This design comes from an exercise in tuning for small area on the open sky130 flow, not from production work.
The RTL was checked by simulation tests, not by an equivalence proof against the original design.
Power figures rest on the tool's default switching activity, not on a simulated workload.

===== flow/design.v =====
package sad_disparity_row_pkg;
    localparam int H_ACTIVE_DEF = 640;
    localparam int V_ACTIVE_DEF = 480;
    localparam int PIX_W        = 8;
    localparam int MAXD_DEF     = 16;
    localparam int WIN_DEF      = 5;
    function automatic logic [PIX_W-1:0] abs_diff(input logic [PIX_W-1:0] x, input logic [PIX_W-1:0] y);
        abs_diff = (x > y) ? (x - y) : (y - x);
    endfunction
endpackage
module sad_argmin (
    input  logic [15:0][10:0] sad_i,
    output logic [10:0]       min_o,
    output logic [3:0]        idx_o
);
    logic [7:0][10:0] v1;
    logic [7:0][0:0]  i1;
    logic [3:0][10:0] v2;
    logic [3:0][1:0]  i2;
    logic [1:0][10:0] v3;
    logic [1:0][2:0]  i3;
    always_comb begin
        for (int i = 0; i < 8; i++) begin
            if (sad_i[2*i+1] < sad_i[2*i]) begin
                v1[i] = sad_i[2*i+1];
                i1[i] = 1'b1;
            end else begin
                v1[i] = sad_i[2*i];
                i1[i] = 1'b0;
            end
        end
        for (int i = 0; i < 4; i++) begin
            if (v1[2*i+1] < v1[2*i]) begin
                v2[i] = v1[2*i+1];
                i2[i] = {1'b1, i1[2*i+1]};
            end else begin
                v2[i] = v1[2*i];
                i2[i] = {1'b0, i1[2*i]};
            end
        end
        for (int i = 0; i < 2; i++) begin
            if (v2[2*i+1] < v2[2*i]) begin
                v3[i] = v2[2*i+1];
                i3[i] = {1'b1, i2[2*i+1]};
            end else begin
                v3[i] = v2[2*i];
                i3[i] = {1'b0, i2[2*i]};
            end
        end
        if (v3[1] < v3[0]) begin
            min_o = v3[1];
            idx_o = {1'b1, i3[1]};
        end else begin
            min_o = v3[0];
            idx_o = {1'b0, i3[0]};
        end
    end
endmodule
module sad_disparity_row (
    input  logic        clk,
    input  logic        rst_n,
    input  logic [31:0] ix,
    input  logic [31:0] iy,
    input  logic [7:0]  a,
    input  logic [7:0]  b,
    output logic [31:0] ox,
    output logic [31:0] oy,
    output logic [3:0]  disp,
    output logic        disp_valid,
    output logic [10:0] cost
);
    localparam int MAXD = 16;
    localparam int WIN  = 5;
    localparam int BH   = MAXD + WIN;    
    localparam int AH   = WIN + 1;       
    logic active, row_start, vld_in;
    logic row_ok_q;
    logic [BH-1:0][7:0] bh_q;
    logic [AH-1:0][7:0] ah_q;
    logic act1_q, start1_q;
    logic [MAXD-1:0][10:0] sum_q;
    logic [10:0] min_sad;
    logic [3:0]  min_idx;
    logic [3:0][10:0] cost_p_q;
    logic [3:0][3:0]  disp_p_q;
    logic [5:0][31:0] ix_p_q;
    logic [5:0][31:0] iy_p_q;
    logic [5:0] v_p_q;
    logic [5:0] rv_p_q;
    assign active = (ix < 32'd640) && (iy < 32'd480);
    assign row_start = active && (ix == 32'd0);
    assign vld_in = active && row_ok_q && (ix >= 32'd19);
    always_ff @(posedge clk) begin
        if (active) begin
            bh_q[0] <= b;
            ah_q[0] <= a;
            for (int i = 1; i < BH; i++) begin
                bh_q[i] <= row_start ? 8'd0 : bh_q[i-1];
            end
            for (int i = 1; i < AH; i++) begin
                ah_q[i] <= row_start ? 8'd0 : ah_q[i-1];
            end
        end
        act1_q <= active;
        start1_q <= row_start;
    end
    always_ff @(posedge clk) begin
        if (act1_q) begin
            for (int d = 0; d < MAXD; d++) begin
                sum_q[d] <= (start1_q ? 11'd0 : sum_q[d])
                          + 11'(sad_disparity_row_pkg::abs_diff(ah_q[0], bh_q[d]))
                          - 11'(sad_disparity_row_pkg::abs_diff(ah_q[AH-1], bh_q[d+WIN]));
            end
        end
    end
    sad_argmin u_argmin (
        .sad_i (sum_q),
        .min_o (min_sad),
        .idx_o (min_idx)
    );
    always_ff @(posedge clk) begin
        cost_p_q[0] <= min_sad;
        disp_p_q[0] <= min_idx;
        for (int i = 1; i < 4; i++) begin
            cost_p_q[i] <= cost_p_q[i-1];
            disp_p_q[i] <= disp_p_q[i-1];
        end
        ix_p_q[0] <= ix;
        iy_p_q[0] <= iy;
        for (int i = 1; i < 6; i++) begin
            ix_p_q[i] <= ix_p_q[i-1];
            iy_p_q[i] <= iy_p_q[i-1];
        end
    end
    always_ff @(posedge clk or negedge rst_n) begin
        if (!rst_n) begin
            row_ok_q <= 1'b0;
            v_p_q <= '0;
            rv_p_q <= '0;
        end else begin
            row_ok_q <= row_ok_q | row_start;
            v_p_q <= {v_p_q[4:0], vld_in};
            rv_p_q <= {rv_p_q[4:0], 1'b1};
        end
    end
    assign ox = rv_p_q[5] ? ix_p_q[5] : 32'd0;
    assign oy = rv_p_q[5] ? iy_p_q[5] : 32'd0;
    assign disp_valid = v_p_q[5];
    assign disp = v_p_q[5] ? disp_p_q[3] : 4'd0;
    assign cost = v_p_q[5] ? cost_p_q[3] : 11'd0;
endmodule

===== flow/run.sh =====
#!/bin/bash
# synth_recipe.tcl (not shown) runs the flow's synth.tcl, then flattens the netlist and writes it again
# the make line also repeats each setting of config.mk as NAME=value (left out here)
make -C /OpenROAD-flow-scripts/flow DESIGN_CONFIG=/design/flow/config.mk WORK_HOME=/design/flow/orfs CLKGATE_MAP_FILE= SYNTH_SCRIPT=/design/flow/synth_recipe.tcl finish

===== flow/config.mk =====
export PLATFORM = sky130hd
export DESIGN_NAME = sad_disparity_row
export DESIGN_NICKNAME = sad_disparity_row
export VERILOG_FILES = /design/flow/design.v
export SDC_FILE = /design/flow/constraint.sdc
export NUM_CORES = 4
export LEC_CHECK = 0
export CAP_MARGIN = 20
export CORE_MARGIN = 2
export CORE_UTILIZATION = 40
export SLEW_MARGIN = 20

===== flow/constraint.sdc =====
create_clock -name core_clock -period 6.0 [get_ports {clk}]
set_input_delay 1.2000 -clock core_clock [delete_from_list [all_inputs] [get_ports {clk}]]
set_output_delay 1.2000 -clock core_clock [all_outputs]
set_load 0.01 [all_outputs]

==> results.json <==
{
  "crit_arrival_ps": 8350,
  "ir_drop_uv": 281,
  "h-tree-depth": 3,
  "hold_viol": 0,
  "gr-total-overflow": 0,
  "die_height_um": 382,
  "wirelength_um": 169000,
  "dpl_worst_slack_ps": -2110,
  "yosys_warnings": 2,
  "clk_pin_slew_worst_paths_ps": 60,
  "synth-edff-count": 392,
  "vias": 42400,
  "critPathKind": "reg -> reg",
  "drc_errors": 0,
  "syn_area_um2": 57300,
  "clock_path_buffers": 3,
  "clock-root-buffer": "clkbuf_16",
  "ant_nets": 0,
  "finalNetCount": 7471,
  "grt_use_total_pct": 22.8,
  "grt_pass1_vias": 42200,
  "layout_common_cells": "inv_1, ha_1, buf_4",
  "syn_inst": 5608,
  "pwr-share-clk_pct": 48.2,
  "start_util_pct": 40.4,
  "insertion_delay_ps": 710,
  "synth-main-ff-cell": "dfxtp_1",
  "async_reset_ff_share_pct": 1.53,
  "seqPwrFrac_pct": 50.6,
  "yosys.area.top_type": "edfxtp_1",
  "min_path_type": "reg -> reg",
  "maxCapViolCount": 0,
  "cts_tree": "built",
  "setup_tns_ps": -25360,
  "pin_count": 162,
  "syn-num-nets": 6683,
  "clkSinkCount": 851,
  "syn2layout_area_growth_pct": 22.3,
  "grt_pass1_wl_um": 253000,
  "drive_gt1_share_pct": 16.1,
  "mostFrequentLayoutCell": "inv_1",
  "finalMaxSlewViolations": 0,
  "synth.distinct_cells": 78,
  "coreArea_um2": 142000,
  "pwr-share-comb_pct": 1.2,
  "setup_violations": 15,
  "p_switching_w": 0.00260,
  "grt_max_degree": 73,
  "status": "finished with violations",
  "synth_area_leaders": "edfxtp_1, ha_1, dfxtp_1",
  "die_area_um2": 146000,
  "startpoint_type": "register",
  "cp_num_buf_inv": 4,
  "period_needed_ps": 7760,
  "post-dp-hpwl_um": 130000,
  "wl_per_cell_um": 20.3,
  "cp_slowest_cell": "a2111o_1",
  "cp-end-kind": "register",
  "swShare_pct": 21.3,
  "p_leak_nw": 32.4,
  "slowest_delay_ps": 440,
  "fmax_mhz": 129,
  "num_rows": 138,
  "dr.pass1.iters": 5,
  "die_w_um": 382,
  "detail_route.iter0.violations": 2843,
  "synth_seq_cells": 851,
  "synth_top_area_share_pct": 20.6,
  "rsz0062_at_grt": "true",
  "numCtsBuffers": 95,
  "intPower_w": 0.00962,
  "post-route-period-util_pct": 129,
  "fillers": 12900,
  "antenna_found_initial": 3,
  "crit_path_max_fanout": 7,
  "powerDensity_nw_per_um2": 175,
  "yosysSeqAreaShare_pct": 36.7,
  "syn_area_per_cell_um2": 10.2,
  "io_buffer_count": 161,
  "path_common_cell": "a21oi_2",
  "via_per_inst": 5.07,
  "finalWeightedCongestion": 0.950,
  "worstMarginPinSlew_ps": 972,
  "failed_checks": "negative setup slack",
  "finalWorstSetupSlack_ps": -1760,
  "skew_ps": 39.7,
  "cp_top_family": "compound AO/OA/AOI/OAI gates",
  "worstPathRequired_ps": 6580,
  "maxSlewHeadroom_pct": 35.1
}
[timing repair]
item                       4_1_cts  5_1_grt
pin swaps                       28       46
buffers inserted                25       16
cloned                           0        0
gates resized for setup         61      131
hold buffers                     0        0
setup endpoints to repair       18       44
[per-stage QoR]
| stage | instances | power [W] | hold WS [ps] | instance area (um^2) | utilization [%] |
|---|---|---|---|---|---|
| 6_report | 8364 | 0.0122 | 320 | 70000 | 49.4 |
| 3_3_place_gp | 8148 | 0.00645 | 310 | 65900 | 46.5 |
| 5_1_grt | 8363 | 0.0126 | 325 | 70000 | 49.4 |
| 3_5_place_dp | 8148 | 0.00646 | 312 | 65900 | 46.5 |
| 4_1_cts | 8347 | 0.0124 | 319 | 69500 | 49.0 |
| 2_1_floorplan | 5608 | 0.00633 | 310 | 57500 | - |
[logic make-up after synthesis]
logic type | count (synthesis) | share of synthesized area, %
fa+ha+maj | 994 | 24.2
buf+inv | 1004 | 6.62
flops | 851 | 36.7
mux | 264 | 4.79
xor+xnor | 355 | 5.43
compound gates | 1151 | 13.0
other cells | 1 | 0.00655
simple gates | 988 | 9.26
[metal layers]
layer  vias to the layer above  global-route usage [%]  share of wire (%)
met2                      1113                    37.9                 46
li1                      20700                       -                  -
met5                         -                       0                  0
met4                         0                    6.88                3.1
met3                       249                    3.55                6.0
met1                     20400                    30.4                 45
[cell type report]
type                    count  area [um^2]  share of cell area [%]
multi-input cells        3753        33200                    47.4
flip-flops and latches    851        21000                    30.0
repair buffers            822         6990                    9.98
inverters                 873         3290                    4.70
clock buffers             129         2640                    3.77
well taps                1890         2360                    3.38
clock inverters            45          528                   0.754
diodes                      1         2.50                 0.00357
[registers in the layout (all words and copies together) (netlist names)]
name and flops:
iy_p_q 192, start1_q 1, disp_p_q 16, rv_p_q 6
act1_q 1, v_p_q 6, ix_p_q 192, bh_q 168
row_ok_q 1, ah_q 48, sum_q 176, cost_p_q 44
[path summary, 6_finish.rpt]
check	start	endpoint	slack (ps)	cells past startpoint
worst max register to register	sum_q[68]	disp_p_q[0]	-1760	41
worst max-delay path	sum_q[68]	disp_p_q[0]	-1760	41
min in group asynchronous	rst_n	rv_p_q[2]	870	1
worst min-delay path	iy_p_q[55]	iy_p_q[87]	320	0
max in group asynchronous	rst_n	v_p_q[3]	4730	1
worst min register to register	iy_p_q[55]	iy_p_q[87]	320	0
[synth_stat cells (40+ instances only)]
| library cell | number |
|---|---|
| inv_1 | 871 |
| ha_1 | 801 |
| dfxtp_1 | 446 |
| a21oi_1 | 394 |
| edfxtp_1 | 392 |
| nor2_1 | 280 |
| xnor2_1 | 252 |
| o21ai_0 | 221 |
| nand2b_1 | 207 |
| mux2i_1 | 196 |
| fa_1 | 192 |
| a21o_1 | 178 |
| nor2b_1 | 164 |
| and2_1 | 114 |
| clkbuf_1 | 104 |
| xor2_1 | 103 |
| nand4_1 | 82 |
| nand2_1 | 71 |
| a221oi_1 | 70 |
| mux2_2 | 65 |
| a211oi_1 | 54 |
| o21bai_1 | 45 |
| a221o_1 | 40 |
[power by group through the flow]
stage,clock [W],sequential [W],combinational (W)
6_report,0.00589,0.00618,0.000148
5_1_grt,0.00625,0.00619,0.000159
4_1_cts,0.00603,0.00618,0.000151
3_5_place_dp,0,0.00631,0.000150
3_3_place_gp,0,0.00630,0.000150
2_1_floorplan,0,0.00630,0.0000345

afterwards: timing with drivers on the ports:
No port has a modelled driver above. Below, the same layout with a new extraction and two added sets of constraints.
Step 1 (the two cells are an assumption about what drives the block):
set clk [get_ports {clk}]
set_driving_cell -lib_cell sky130_fd_sc_hd__clkbuf_16 $clk
set_driving_cell -lib_cell sky130_fd_sc_hd__buf_2 [delete_from_list [all_inputs] $clk]
Step 2 moves the port delays by t, midway between the first and last clock arrival at a register: inputs arrive t later, outputs are due t later. That takes back most of the time a late clock gives input paths.
Three values: ideal ports, drivers, drivers and shift; two values: the first two.
shift t [ns]: 0.768
setup WS [ns]: -1.761 / -1.761 / -1.761
hold WS [ns]: 0.320 / 0.320 / 0.320
worst register clock-pin slew, ns: 0.07 / 0.07
cell pins on the clock port's net: 1
For this run, drivers alone change the setup slack by 0.000 ns; drivers and shift together by 0.000 ns.
